This design comes from an exercise in tuning for small area, a short achievable clock period and few clock cycles per item on the open sky130 flow, not from production work.
At most, simulation tests tie the RTL to the original design; equivalence was not proved.
Only the layout flow was run in run 1; the RTL was not checked for function there.

==> flow/design.v (outline; a module is shown in full before it is edited, if it fits) <==
// module julia_pixel_engine: 2537 lines
module julia_pixel_engine #(
  parameter int H_RES    = 640,
  parameter int V_RES    = 480,
  parameter int MAX_ITER = 255,
  parameter int FRAC     = 12
) (
  input  logic        clk,
  input  logic        reset_n,
  input  logic        start,
  input  logic        abort,
  input  logic [15:0] c_re,
  input  logic [15:0] c_im,
  input  logic [15:0] re_start,
  input  logic [15:0] im_start,
  input  logic [15:0] step,
  output logic        draw,
  input  logic        draw_ready,
  output logic [9:0]  x,
  output logic [9:0]  y,
  output logic [7:0]  i,
  output logic        busy,
  output logic        frame_done
);
  // ...
==> flow/flow/run.sh <==
#!/bin/bash
# Standard ORFS layout (the standard.sh, unchanged synthesis), with the resizer's
# setup repair aimed below the clock period: repair_timing gets a setup margin so that
# it keeps improving paths after the 11 ns constraint is met.
set -euo pipefail
export SETUP_SLACK_MARGIN=7.6
bash standard.sh > flow_standard.log 2>&1
==> flow/standard.sh <==
#!/bin/bash
# synth_recipe.tcl (not shown) runs the flow's synth.tcl, then flattens the netlist and writes it again
# the make line also repeats each setting of config.mk as NAME=value (left out here)
make -C /OpenROAD-flow-scripts/flow DESIGN_CONFIG=/design/flow/config.mk WORK_HOME=/design/flow/orfs CLKGATE_MAP_FILE= SYNTH_SCRIPT=/design/flow/synth_recipe.tcl "${@:-finish}"
==> flow/config.mk <==
export PLATFORM = sky130hd
export DESIGN_NAME = julia_pixel_engine
export DESIGN_NICKNAME = julia_pixel_engine
export VERILOG_FILES = /design/flow/design.v
export SDC_FILE = /design/flow/constraint.sdc
export NUM_CORES = 4
export LEC_CHECK = 0
export CAP_MARGIN = 20
export CORE_MARGIN = 2
export CORE_UTILIZATION = 40
export PLACE_DENSITY = 0.6
export SLEW_MARGIN = 20
==> flow/constraint.sdc <==
create_clock -name core_clock -period 11.0 [get_ports {clk}]
set_input_delay 2.2000 -clock core_clock [delete_from_list [all_inputs] [get_ports {clk}]]
set_output_delay 2.2000 -clock core_clock [all_outputs]
set_load 0.01 [all_outputs]
==> summary.txt, run 1 <==
Run status
  • Outcome: timing/DRC/antenna clean

Timing
  • Setup violators final: 0
  • Final worst setup slack: 7.21 ns
  • Final Hold Slack: 0.323 ns
  • Worst clock skew: between 0.05 and 0.06 ns
  • Max-slew violation count: 0

Finish
  • # clk buffers: 79
  • Proportion of cell area occupied by multi-input gates: 0.518
  • Share of cells above drive strength 1: 0.130
  • Diode count: 0
  • Layout sequential cell count: 507
  • Final Instance Count excl. Fillers: about 4600
  • Most frequent cells in the layout: inv_1, nand2_1, dfxtp_1

Critical path
  • Cells along the critical path: xnor2_4 > xnor2_2 > buf_4 > nor2_1 > a21oi_1 > inv_1 > ha_1 > nand4_1 > a2111oi_4 > buf_4 > o311ai_4 > o211a_4 > o21ai_4 > a211o_1 > a21o_1 > a21oi_2 > fa_2 > inv_2
  • WP depth: 18

GRT
  • Gr ovfl total: 0
  • Grt met1 use: 0.254
  • GR Util met3: 0.0303
  • Top Usage Layer GRT: met2
  • Vias in the first global route: 22800

Synth
  • Top-count cell post-synth: inv_1
  • Xor/xnor share of the synthesized area: 0.114
  • Synth Area in Adders: 0.244
  • Syn. warnings: 1

Drt
  • DR WL met3: approximately 4 mm
  • Vias/cell: 4.95
  • Final WL: 78.5 mm
  • Met2 routed WL: roughly 36 mm
  • DRC violations left: 0

Clock network
  • Sink Count: between 500 and 600
  • Total CTS buffers: 56

Floorplanning
  • Core ar.: around 82000 um^2

Placed design
  • DP HPWL: about 56 mm

Hold path
  • Hold depth: 0
==> run 2, diff against run 1 <==
--- a/flow/design.v
+++ b/flow/design.v
@@ -2135,20 +2135,205 @@
   wire s2_903 = s2_811 & s2_877;
   wire s2_904 = s2_813 ^ s2_902;
   assign im2   = {s2_757, s2_756, s2_755, s2_754, s2_753, s2_752, s2_751, s2_750, s2_749, s2_748, s2_747, s2_746, s2_745, s2_744, s2_743, s2_742, s2_741, s2_740};
   logic       big_new, esc, fin;
   logic [7:0] it_inc, cnt;
   assign big_new = ~in_range18(re3) | ~in_range18(im3);
   assign re3   = reh3;
   assign mesc3 = ~mp3;
-  assign esc     = big3 | mesc3 | cap3;
+  assign esc     = big3 | mesc3;
   assign it_inc  = it3 + 8'd1;
-  assign fin = esc | big_new;
+  assign fin = esc | big_new | cap3;
   assign cnt = esc ? it3 : it_inc;
+  logic [15:0] re_step, im_step;
+  wire g_1 = cur_re[0] & step_q[0];
+  wire g_2 = cur_re[0] ^ step_q[0];
+  wire g_3 = cur_re[1] & step_q[1];
+  wire g_4 = cur_re[1] ^ step_q[1];
+  wire g_5 = cur_re[2] & step_q[2];
+  wire g_6 = cur_re[2] ^ step_q[2];
+  wire g_7 = cur_re[3] & step_q[3];
+  wire g_8 = cur_re[3] ^ step_q[3];
+  wire g_9 = cur_re[4] & step_q[4];
+  wire g_10 = cur_re[4] ^ step_q[4];
+  wire g_11 = cur_re[5] & step_q[5];
+  wire g_12 = cur_re[5] ^ step_q[5];
+  wire g_13 = cur_re[6] & step_q[6];
+  wire g_14 = cur_re[6] ^ step_q[6];
+  wire g_15 = cur_re[7] & step_q[7];
+  wire g_16 = cur_re[7] ^ step_q[7];
+  wire g_17 = cur_re[8] & step_q[8];
+  wire g_18 = cur_re[8] ^ step_q[8];
+  wire g_19 = cur_re[9] & step_q[9];
+  wire g_20 = cur_re[9] ^ step_q[9];
+  wire g_21 = cur_re[10] & step_q[10];
+  wire g_22 = cur_re[10] ^ step_q[10];
+  wire g_23 = cur_re[11] & step_q[11];
+  wire g_24 = cur_re[11] ^ step_q[11];
+  wire g_25 = cur_re[12] & step_q[12];
+  wire g_26 = cur_re[12] ^ step_q[12];
+  wire g_27 = cur_re[13] & step_q[13];
+  wire g_28 = cur_re[13] ^ step_q[13];
+  wire g_29 = cur_re[14] & step_q[14];
+  wire g_30 = cur_re[14] ^ step_q[14];
+  wire g_31 = cur_re[15] & step_q[15];
+  wire g_32 = cur_re[15] ^ step_q[15];
+  wire g_33 = g_3 | (g_4 & g_1);
+  wire g_34 = g_4 & g_2;
+  wire g_35 = g_7 | (g_8 & g_5);
+  wire g_36 = g_8 & g_6;
+  wire g_37 = g_11 | (g_12 & g_9);
+  wire g_38 = g_12 & g_10;
+  wire g_39 = g_15 | (g_16 & g_13);
+  wire g_40 = g_16 & g_14;
+  wire g_41 = g_19 | (g_20 & g_17);
+  wire g_42 = g_20 & g_18;
+  wire g_43 = g_23 | (g_24 & g_21);
+  wire g_44 = g_24 & g_22;
+  wire g_45 = g_27 | (g_28 & g_25);
+  wire g_46 = g_28 & g_26;
+  wire g_47 = g_35 | (g_36 & g_33);
+  wire g_48 = g_36 & g_34;
+  wire g_49 = g_39 | (g_40 & g_37);
+  wire g_50 = g_40 & g_38;
+  wire g_51 = g_43 | (g_44 & g_41);
+  wire g_52 = g_44 & g_42;
+  wire g_53 = g_49 | (g_50 & g_47);
+  wire g_54 = g_50 & g_48;
+  wire g_55 = g_51 | (g_52 & g_53);
+  wire g_56 = g_52 & g_54;
+  wire g_57 = g_37 | (g_38 & g_47);
+  wire g_58 = g_38 & g_48;
+  wire g_59 = g_41 | (g_42 & g_53);
+  wire g_60 = g_42 & g_54;
+  wire g_61 = g_45 | (g_46 & g_55);
+  wire g_62 = g_46 & g_56;
+  wire g_63 = g_5 | (g_6 & g_33);
+  wire g_64 = g_6 & g_34;
+  wire g_65 = g_9 | (g_10 & g_47);
+  wire g_66 = g_10 & g_48;
+  wire g_67 = g_13 | (g_14 & g_57);
+  wire g_68 = g_14 & g_58;
+  wire g_69 = g_17 | (g_18 & g_53);
+  wire g_70 = g_18 & g_54;
+  wire g_71 = g_21 | (g_22 & g_59);
+  wire g_72 = g_22 & g_60;
+  wire g_73 = g_25 | (g_26 & g_55);
+  wire g_74 = g_26 & g_56;
+  wire g_75 = g_29 | (g_30 & g_61);
+  wire g_76 = g_30 & g_62;
+  wire g_77 = g_4 ^ g_1;
+  wire g_78 = g_6 ^ g_33;
+  wire g_79 = g_8 ^ g_63;
+  wire g_80 = g_10 ^ g_47;
+  wire g_81 = g_12 ^ g_65;
+  wire g_82 = g_14 ^ g_57;
+  wire g_83 = g_16 ^ g_67;
+  wire g_84 = g_18 ^ g_53;
+  wire g_85 = g_20 ^ g_69;
+  wire g_86 = g_22 ^ g_59;
+  wire g_87 = g_24 ^ g_71;
+  wire g_88 = g_26 ^ g_55;
+  wire g_89 = g_28 ^ g_73;
+  wire g_90 = g_30 ^ g_61;
+  wire g_91 = g_32 ^ g_75;
+  wire g_92 = ~cur_im[0] & step_q[0];
+  wire g_93 = ~cur_im[0] ^ step_q[0];
+  wire g_94 = ~cur_im[1] & step_q[1];
+  wire g_95 = ~cur_im[1] ^ step_q[1];
+  wire g_96 = ~cur_im[2] & step_q[2];
+  wire g_97 = ~cur_im[2] ^ step_q[2];
+  wire g_98 = ~cur_im[3] & step_q[3];
+  wire g_99 = ~cur_im[3] ^ step_q[3];
+  wire g_100 = ~cur_im[4] & step_q[4];
+  wire g_101 = ~cur_im[4] ^ step_q[4];
+  wire g_102 = ~cur_im[5] & step_q[5];
+  wire g_103 = ~cur_im[5] ^ step_q[5];
+  wire g_104 = ~cur_im[6] & step_q[6];
+  wire g_105 = ~cur_im[6] ^ step_q[6];
+  wire g_106 = ~cur_im[7] & step_q[7];
+  wire g_107 = ~cur_im[7] ^ step_q[7];
+  wire g_108 = ~cur_im[8] & step_q[8];
+  wire g_109 = ~cur_im[8] ^ step_q[8];
+  wire g_110 = ~cur_im[9] & step_q[9];
+  wire g_111 = ~cur_im[9] ^ step_q[9];
+  wire g_112 = ~cur_im[10] & step_q[10];
+  wire g_113 = ~cur_im[10] ^ step_q[10];
+  wire g_114 = ~cur_im[11] & step_q[11];
+  wire g_115 = ~cur_im[11] ^ step_q[11];
+  wire g_116 = ~cur_im[12] & step_q[12];
+  wire g_117 = ~cur_im[12] ^ step_q[12];
+  wire g_118 = ~cur_im[13] & step_q[13];
+  wire g_119 = ~cur_im[13] ^ step_q[13];
+  wire g_120 = ~cur_im[14] & step_q[14];
+  wire g_121 = ~cur_im[14] ^ step_q[14];
+  wire g_122 = ~cur_im[15] & step_q[15];
+  wire g_123 = ~cur_im[15] ^ step_q[15];
+  wire g_124 = g_94 | (g_95 & g_92);
+  wire g_125 = g_95 & g_93;
+  wire g_126 = g_98 | (g_99 & g_96);
+  wire g_127 = g_99 & g_97;
+  wire g_128 = g_102 | (g_103 & g_100);
+  wire g_129 = g_103 & g_101;
+  wire g_130 = g_106 | (g_107 & g_104);
+  wire g_131 = g_107 & g_105;
+  wire g_132 = g_110 | (g_111 & g_108);
+  wire g_133 = g_111 & g_109;
+  wire g_134 = g_114 | (g_115 & g_112);
+  wire g_135 = g_115 & g_113;
+  wire g_136 = g_118 | (g_119 & g_116);
+  wire g_137 = g_119 & g_117;
+  wire g_138 = g_126 | (g_127 & g_124);
+  wire g_139 = g_127 & g_125;
+  wire g_140 = g_130 | (g_131 & g_128);
+  wire g_141 = g_131 & g_129;
+  wire g_142 = g_134 | (g_135 & g_132);
+  wire g_143 = g_135 & g_133;
+  wire g_144 = g_140 | (g_141 & g_138);
+  wire g_145 = g_141 & g_139;
+  wire g_146 = g_142 | (g_143 & g_144);
+  wire g_147 = g_143 & g_145;
+  wire g_148 = g_128 | (g_129 & g_138);
+  wire g_149 = g_129 & g_139;
+  wire g_150 = g_132 | (g_133 & g_144);
+  wire g_151 = g_133 & g_145;
+  wire g_152 = g_136 | (g_137 & g_146);
+  wire g_153 = g_137 & g_147;
+  wire g_154 = g_96 | (g_97 & g_124);
+  wire g_155 = g_97 & g_125;
+  wire g_156 = g_100 | (g_101 & g_138);
+  wire g_157 = g_101 & g_139;
+  wire g_158 = g_104 | (g_105 & g_148);
+  wire g_159 = g_105 & g_149;
+  wire g_160 = g_108 | (g_109 & g_144);
+  wire g_161 = g_109 & g_145;
+  wire g_162 = g_112 | (g_113 & g_150);
+  wire g_163 = g_113 & g_151;
+  wire g_164 = g_116 | (g_117 & g_146);
+  wire g_165 = g_117 & g_147;
+  wire g_166 = g_120 | (g_121 & g_152);
+  wire g_167 = g_121 & g_153;
+  wire g_168 = g_95 ^ g_92;
+  wire g_169 = g_97 ^ g_124;
+  wire g_170 = g_99 ^ g_154;
+  wire g_171 = g_101 ^ g_138;
+  wire g_172 = g_103 ^ g_156;
+  wire g_173 = g_105 ^ g_148;
+  wire g_174 = g_107 ^ g_158;
+  wire g_175 = g_109 ^ g_144;
+  wire g_176 = g_111 ^ g_160;
+  wire g_177 = g_113 ^ g_150;
+  wire g_178 = g_115 ^ g_162;
+  wire g_179 = g_117 ^ g_146;
+  wire g_180 = g_119 ^ g_164;
+  wire g_181 = g_121 ^ g_152;
+  wire g_182 = g_123 ^ g_166;
+  assign re_step = {g_91, g_90, g_89, g_88, g_87, g_86, g_85, g_84, g_83, g_82, g_81, g_80, g_79, g_78, g_77, g_2};
+  assign im_step = ~{g_182, g_181, g_180, g_179, g_178, g_177, g_176, g_175, g_174, g_173, g_172, g_171, g_170, g_169, g_168, g_93};
   logic big0;
   assign big0 = ~in_range16(cur_re) | ~in_range16(cur_im);
   logic [13:0] ur_u, ui_u, ur_p, ui_p, ur_n, ui_n;
   logic        sr_u, si_u, sr_p, si_p, sr_n, si_n;
   assign sr_u = re3[14];
   assign si_u = im3[14];
   assign ur_u = re3[13:0] ^ {14{re3[14]}};
   assign ui_u = im3[13:0] ^ {14{im3[14]}};
@@ -2274,20 +2459,20 @@
       tag_e  <= '0;
       outst  <= '0;
     end else begin
       if (assign_px) begin
         tag_a <= tag_inc(tag_a);
         if (xg == X_LAST) begin
           xg     <= '0;
           cur_re <= re0_q;
-          cur_im <= cur_im - step_q;
+          cur_im <= im_step;
         end else begin
           xg     <= xg + 10'd1;
-          cur_re <= cur_re + step_q;
+          cur_re <= re_step;
         end
       end
       if (out_load) begin
         io    <= rb[tag_e];
         tag_e <= tag_inc(tag_e);
       end
       if (assign_px && !out_load)
         outst <= outst_up;
@@ -2469,17 +2654,17 @@
     qp0_29 <= s1_964;
     qp1_29 <= s1_965;
     big2 <= big1;
     it2  <= it1;
     tg2  <= tg1;
     reh3 <= {s2_585, s2_584, s2_583, s2_582, s2_581, s2_580, s2_579, s2_578, s2_577, s2_576, s2_575, s2_574, s2_573, s2_572, s2_571, s2_570, s2_569, s2_568};
     mp3 <= s2_904;
     im3   <= im2;
-    cap2  <= (it1 == ITER_CAP);
+    cap2  <= (it1 == ITER_CAP - 8'd1);
     cap3  <= cap2;
     big3  <= big2;
     it3   <= it2;
     tg3   <= tg2;
     sr1 <= sr_n;
     si1 <= si_n;
     ur1 <= ur_n;
     ui1 <= ui_n;
==> flow/flow/run.sh (replaced) <==
#!/bin/bash
# Standard ORFS layout (the standard.sh, unchanged synthesis), with the resizer's
# setup repair aimed below the clock period: repair_timing gets a setup margin so that
# it keeps improving paths after the 11 ns constraint is met. The make output goes to
# flow_standard.log here; ORFS's own per-step logs are under orfs/logs.
set -euo pipefail
export SETUP_SLACK_MARGIN=7.6
bash standard.sh > flow_standard.log 2>&1
==> flow/config.mk (replaced) <==
export PLATFORM = sky130hd
export DESIGN_NAME = julia_pixel_engine
export DESIGN_NICKNAME = julia_pixel_engine
export VERILOG_FILES = /design/flow/design.v
export SDC_FILE = /design/flow/constraint.sdc
export NUM_CORES = 4
export LEC_CHECK = 0
export CAP_MARGIN = 20
export CORE_MARGIN = 2
export CORE_UTILIZATION = 55
export PLACE_DENSITY = 0.75
export SLEW_MARGIN = 20
==> run 2 against run 1 <==
Net effect:
- still clean
- non-clock buffer count shrank 19
- clock skew down 0.029 ns
- core utilization increased by 17 points
- area after synthesis decreased by 0.50%
==> summary.txt, run 2 <==
Synth
  • Post-synth EDFFs: around 150
  • Sequential area share after synthesis: 0.356
  • Commonest cells post-synth: inv_1, dfxtp_1, nand2_1
  • Library cells used by synthesis: 70
  • Synth area leaders: dfxtp_1, fa_1, edfxtp_1, ha_1, xnor2_1
  • Syn_area_per_cell: 10.2 um^2
  • Top-count cell post-synth: inv_1
  • Syn. warnings: 1 (unchanged)
  • Post-synth top area cell: dfxtp_1
  • Top_reg_cell synth: dfxtp_1
  • Post-synthesis cell area: between 30000 and 40000 um^2
  • Syn Nets: roughly 3800
  • Area fraction of the dominant cell type after synthesis: 0.207
  • Synth Register Bits: 507
  • Mapped Cells: approximately 3200
  • Ys async rst share: 0.0276

Finish
  • Commonest non-fill, non-tap cell in the layout: inv_1
  • Area growth from synthesis to layout: 16.0%
  • Max FFs per register: 48
  • Largest register by flop count: rb
  • Share of cells above drive strength 1: 0.143 (+0.0130)
  • Layout net count: around 3900
  • Most frequent cells in the layout: inv_1, nand2_1, dfxtp_1
  • Biggest regs: rb (48), im3 (18), reh3 (18)

Timing
  • Max-slew headroom: 0.350
  • Fmax: approximately 270 MHz
  • Period utilization: 0.331
  • Hold Vio Cnt, Final: 0
  • Worst clock skew: 0.0240 ns (-0.0286 ns)
  • Tmin final: about 3.6 ns
  • Setup violators final: 0 (unchanged)
  • Max-slew violation count: 0 (unchanged)
  • Setup TNS: 0 ns
  • RSZ-0062 raised after global routing: true
  • Least-Margin Pin Slew: roughly 1 ns

Placed design
  • Routability cong.: about 0.88
  • DP HPWL: 56.1 mm (+0.19%)
  • Port-buffer cells: roughly 120

Drt
  • DRC violations left: 0 (unchanged)
  • Vias: approximately 23000
  • Routed Antenna Nets: 0
  • Final WL: 80.0 mm (+1.9%)
  • DR pass1 iterations: 6
  • Vias/cell: 5.59 (+13%)
  • Iter 0 DRT Violations: between 1500 and 2000
  • Post-DR wirelength/cell: just under 20 um

Critical path
  • Crit Path Class: register to register
  • Req. time, crit path: 11.52 ns
  • Crit path DAT: approximately 4.2 ns
  • CP Launch Type: register
  • Max Fanout on Critical Path: 4
  • Critical Path Sink Type: register

Clock network
  • Clk buf depth: 3
  • Sink Count: 507 (unchanged)
  • Total CTS buffers: 53 (-5.4%)
  • H-tree depth: 2
  • Hold_buf cts: 0
  • CTS root buf: clkbuf_16
  • Clock transition at path regs: roughly 0.06 ns
  • CTS tree: done
  • Later-pin clock latency in the skew report: between 0.6 and 0.7 ns

GRT
  • Gr ovfl total: 0 (unchanged)
  • Vias in the first global route: 24400 (+7.1%)
  • Pin count of the biggest net entering global routing: about 110
  • Tot GR Track Use: 0.259
  • Initial antenna violation count: 4
  • Global-route wire length before repair: between 100 and 150 mm

Floorplanning
  • Core ar.: 59100 um^2 (-28%)
  • Row count: roughly 90
  • Die Ht: approximately 250 um
  • IO Pins: 116
  • Die W: between 200 and 250 um
  • Die area: about 62000 um^2
  • Starting Density: 0.558

Hold path
  • HP Class: register to register

Run status
  • Outcome: timing/DRC/antenna clean

Job
  • # Max-Cap Violations: 0
run 2: cells by family (layout without fill, tap and decap cells):
group           after synthesis  count (layout)  share of synthesized area
mux                          57              57                     0.0216
simple gates                755             757                      0.111
flops                       507             507                      0.356
fa+ha+maj                   518             518                      0.253
buf+inv                     543             690                     0.0630
other cells                   0               2                          0
compound gates              439             439                     0.0835
xor+xnor                    422             422                      0.112
run 2: layout make-up:
type	count	area, um^2
well taps	773	967
clock inverters	39	487
diodes	2	5.00
multi-input cells	2193	20200
fillers	4431	20800
flip-flops and latches	507	11900
clock buffers	60	1400
repair buffers	203	1860
inverters	388	1470
run 2: routing by layer:
| metal | global-route usage | routed length (um) |
|---|---|---|
| met1 | 0.326 | 31700 |
| met2 | 0.440 | 39200 |
| met3 | 0.0503 | 6030 |
| met4 | 0.0994 | 2970 |
| met5 | 0 | 39 |
run 2: final timing paths:
| kind | start | end | slack (ns) | cells past startpoint |
|---|---|---|---|---|
| worst max-delay path | qa1_7 | reh3[16] | 7.36 | 15 |
| worst min-delay path | it2[2] | it3[2] | 0.33 | 0 |
| worst max register to register | qa1_7 | reh3[16] | 7.36 | 15 |
| worst min register to register | it2[2] | it3[2] | 0.33 | 0 |
| max in group asynchronous | reset_n | done_q | 8.46 | 1 |
| min in group asynchronous | reset_n | busy_o | 2.01 | 1 |
run 2: through the flow:
step / cells / cell area, um^2 / util / hold slack, ns / setup WS (ns)
after floorplan: 3241 / 33300 / - / 0.310 / 7.20
after global placement: 3996 / 34900 / 0.590 / 0.312 / 6.39
after detailed placement: 3996 / 34900 / 0.590 / 0.313 / 6.30
after CTS: 4148 / 37700 / 0.638 / 0.329 / 7.36
after global routing: 4164 / 38300 / 0.647 / 0.332 / 7.17
final: 4165 / 38300 / 0.647 / 0.329 / 7.36
run 2: critical path: stages, from the launching register on:
cell and delay [ns]:
dfxtp_2 0.34, nand2b_4 0.13, nor2b_4 0.20, xnor2_4 0.16, xor2_2 0.21, xor2_1 0.11, ha_1 0.36, nand4_1 0.19
a211oi_4 0.42, o2111ai_4 0.21, a21oi_4 0.24, a221oi_4 0.11, o21ai_2 0.17, a31oi_2 0.12, fa_2 0.54, inv_1 0.03
run 2: repair_timing:
item                                    4_1_cts  5_1_grt
pin swaps                                    72       63
gates cloned                                  6        0
setup buffers                                47       15
gates resized for setup                     295       88
endpoints found under the setup margin      197       72
Testbench counts of run 2, summed over its fixed seeds: cycles 2,658,186, pixels 61,440.
==> run 3, diff against run 2 <==
--- a/flow/config.mk
+++ b/flow/config.mk
@@ -9,4 +9,4 @@
 export CORE_MARGIN = 2
-export CORE_UTILIZATION = 55
-export PLACE_DENSITY = 0.75
+export CORE_UTILIZATION = 40
+export PLACE_DENSITY = 0.6
 export SLEW_MARGIN = 20
==> run 3 against run 2 <==
Net effect:
- still clean on timing, DRC and antenna
- cell count up 7.8%
- cell area increased by 1.5%
- worst hold slack worse by 0.0034 ns
- maximum frequency grew 1.1%
- core utilization decreased by 17 points
- first-iteration DRC count fell by 23%
- sequential share of layout area down 0.42 points
- global-route usage decreased by 6.8 points
==> summary.txt, run 3 <==
Clock network
  • Later-pin clock latency in the skew report: 0.65 ns (+0.02 ns)
  • Clk buf depth: 3 (unchanged)
  • CTS tree: done
  • Hold_buf cts: 0 (unchanged)
  • H-tree depth: 2 (unchanged)
  • Sink Count: 507 (unchanged)
  • CTS root buf: clkbuf_16
  • Clock transition at path regs: 0.06 ns (about the same)
  • Total CTS buffers: 56 (+5.7%)

Placed design
  • DP Area: 35300 um^2 (+1.1%)
  • Port-buffer cells: 115 (unchanged)
  • Routability cong.: 0.811 (-7.7%)
  • DP HPWL: 56.6 mm (+0.91%)

Floorplanning
  • Die Ht: 291 um (+17%)
  • Die W: 291 um (+17%)
  • Core ar.: 81800 um^2 (+38%)
  • IO Pins: 116 (unchanged)
  • Die area: 84800 um^2 (+37%)
  • Row count: 105 (+18%)
  • Starting Density: 0.403 (-0.155)

Finish
  • Fin area: 38800 um^2 (+1.5%)
  • Commonest non-fill, non-tap cell in the layout: inv_1
  • Biggest regs: rb (48), im3 (18), reh3 (18)
  • Max FFs per register: 48 (unchanged)
  • Most frequent cells in the layout: inv_1, nand2_1, dfxtp_1
  • Fill cells: 7527 (+70%)
  • Share of cells above drive strength 1: 0.147 (+0.00342)
  • Largest register by flop count: rb
  • Area growth from synthesis to layout: 17.7%
  • Diode count: 0 (-2)
  • Layout net count: 3928 (+0.67%)

Drt
  • Iter 0 DRT Violations: 1337 (-23%)
  • Vias: 22300 (-4.4%)
  • Vias/cell: 4.96 (-11%)
  • DR pass1 iterations: 5 (-1)
  • Final WL: 79.3 mm (-0.83%)
  • Post-DR wirelength/cell: 17.7 um (-8.0%)
  • DRC violations left: 0 (unchanged)
  • Routed Antenna Nets: 0 (unchanged)

Synth
  • Syn_area_per_cell: 10.2 um^2 (unchanged)
  • Ys async rst share: 0.0276 (unchanged)
  • Syn. warnings: 1 (unchanged)
  • Top-count cell post-synth: inv_1
  • Library cells used by synthesis: 70 (unchanged)
  • Area fraction of the dominant cell type after synthesis: 0.207 (unchanged)
  • Commonest cells post-synth: inv_1, dfxtp_1, nand2_1
  • Mapped Cells: 3241 (unchanged)
  • Top_reg_cell synth: dfxtp_1
  • Post-synthesis cell area: 33000 um^2 (unchanged)
  • Sequential area share after synthesis: 0.356 (unchanged)
  • Syn Nets: 3797 (unchanged)
  • Post-synth EDFFs: 152 (unchanged)
  • Synth area leaders: dfxtp_1, fa_1, edfxtp_1, ha_1, xnor2_1
  • Synth Register Bits: 507 (unchanged)
  • Post-synth top area cell: dfxtp_1

Timing
  • Max-slew violation count: 0 (unchanged)
  • Setup violators final: 0 (unchanged)
  • Worst clock skew: 0.0344 ns (+0.0104 ns)
  • Period utilization: 0.327 (-0.00349)
  • Tmin final: 3.60 ns (-0.0384 ns)
  • Fmax: 278 MHz (+1.1%)
  • RSZ-0062 raised after global routing: true
  • Setup TNS: 0 ns (unchanged)
  • Hold Vio Cnt, Final: 0 (unchanged)
  • Max-slew headroom: 0.319 (-0.0313)
  • Least-Margin Pin Slew: 1.02 ns (+0.0445 ns)

Critical path
  • Cells along the critical path: xnor2_4 > xnor2_2 > xor2_2 > xor2_1 > ha_1 > and4_4 > and2_4 > a22o_4 > o2111ai_4 > a21oi_4 > a221oi_2 > o21ai_2 > a31oi_2 > fa_2 > inv_1
  • Crit-path slowest cell: fa_2
  • Max Fanout on Critical Path: 3 (-1)
  • Req. time, crit path: 11.58 ns (+0.06 ns)
  • Critical Path Sink Type: register
  • CP Launch Type: register
  • CP max stage delay: 0.47 ns (-0.07 ns)
  • Crit Path Class: register to register
  • Worst R2R Start: qa0_11
  • Crit path DAT: 4.18 ns (+0.02 ns)
  • CP Launch Point: qa0_11

GRT
  • Global-route wire length before repair: 128 mm (-0.32%)
  • Vias in the first global route: 22900 (-6.5%)
  • Pin count of the biggest net entering global routing: 94 (-17%)
  • Tot GR Track Use: 0.191 (-0.0679)
  • Initial antenna violation count: 4 (unchanged)
  • Gr ovfl total: 0 (unchanged)

Run status
  • Outcome: timing/DRC/antenna clean

Hold path
  • HP Class: register to register
  • Hold path start: it2[6]

Job
  • # Max-Cap Violations: 0 (unchanged)
[run 3: cell counts after synthesis]
No cell type changed its count.
[run 3: layer usage]
metal / track usage / wire, um / vias to the layer above
li1: - / - / 10800
met3: 0.0266 / 3530 / 101
met5: 0 / 27 / -
met2: 0.312 / 37500 / 417
met1: 0.266 / 36700 / 10900
met4: 0.0464 / 1610 / 4
[run 3: cells by family (layout without fill, tap and decap cells)]
kind of cell    count (synthesis)  in the layout  share of synthesized area
xor+xnor                      422            422                      0.112
buf+inv                       543            720                     0.0630
fa+ha+maj                     518            518                      0.253
compound gates                439            439                     0.0835
flops                         507            507                      0.356
mux                            57             57                     0.0216
simple gates                  755            757                      0.111
[run 3: final cells by class]
cell class | instances | area (um^2) | share of cell area
Inverter | 388 | 1480 | 0.0381
Timing Repair Buffer | 226 | 2000 | 0.0515
Clock inverter | 29 | 308 | 0.00792
Clock buffer | 77 | 1650 | 0.0424
Multi-Input combinational cell | 2193 | 20200 | 0.520
Tap cell | 1070 | 1340 | 0.0345
Sequential cell | 507 | 11900 | 0.306
[run 3: critical path, delay by kind of cell, from the launching register on]
family | cells | cell delay, ns
simple gates | 2 | 0.36
compound gates | 6 | 1.28
fa+ha+maj | 2 | 0.76
flops | 1 | 0.36
xor+xnor | 4 | 0.73
buf+inv | 1 | 0.06
[run 3: stage by stage]
step	setup WS (ns)	hold WS [ns]	std cells	util
after floorplan	7.20	0.310	3241	-
after global placement	6.35	0.311	4296	0.431
after detailed placement	6.32	0.314	4296	0.431
after CTS	7.38	0.327	4457	0.466
after global routing	7.21	0.331	4490	0.475
final	7.40	0.326	4490	0.475
[run 3: final timing paths]
path                       depth (start not counted)  slack (ns)       end
max in group asynchronous                          1        8.46    busy_q
min in group asynchronous                          1        2.01     rv[0]
min reg2reg                                        0        0.33    it3[6]
min                                                0        0.33    it3[6]
max                                               15        7.40  reh3[16]
max reg2reg                                       15        7.40  reh3[16]
[run 3: timing repair]
item / in CTS / in global routing
setup endpoints to repair: 230 / 69
resized for setup: 296 / 95
pin swaps: 71 / 79
gates cloned: 3 / 2
buffers inserted: 52 / 31

-- what the ideal ports hide --
How much do the figures lean on ideal ports? The routed layouts below were timed once more, with nothing changed but the port constraints. Step 1: set_driving_cell puts a clkbuf_16 on clk and a buf_2 on each other input, an assumption about the parent block. Step 2 moves the port delays by t, midway between the first and last clock arrival at a register: inputs arrive t later, outputs are due t later. That takes back most of the time a late clock gives input paths. Slacks: ideal ports / drivers / drivers and shift; pairs: ideal ports / drivers.
run	t, ns	setup WS [ns]	pins driven straight from the clock port
run 1	0.697	7.212 / 7.212 / 6.915	1
run 2	0.682	7.363 / 7.363 / 6.833	1
run 3	0.694	7.402 / 7.402 / 6.949	1
After both steps every run listed still meets setup and hold. For run 2, which loses most, drivers alone change the setup slack by 0.000 ns; drivers and shift together by -0.530 ns.
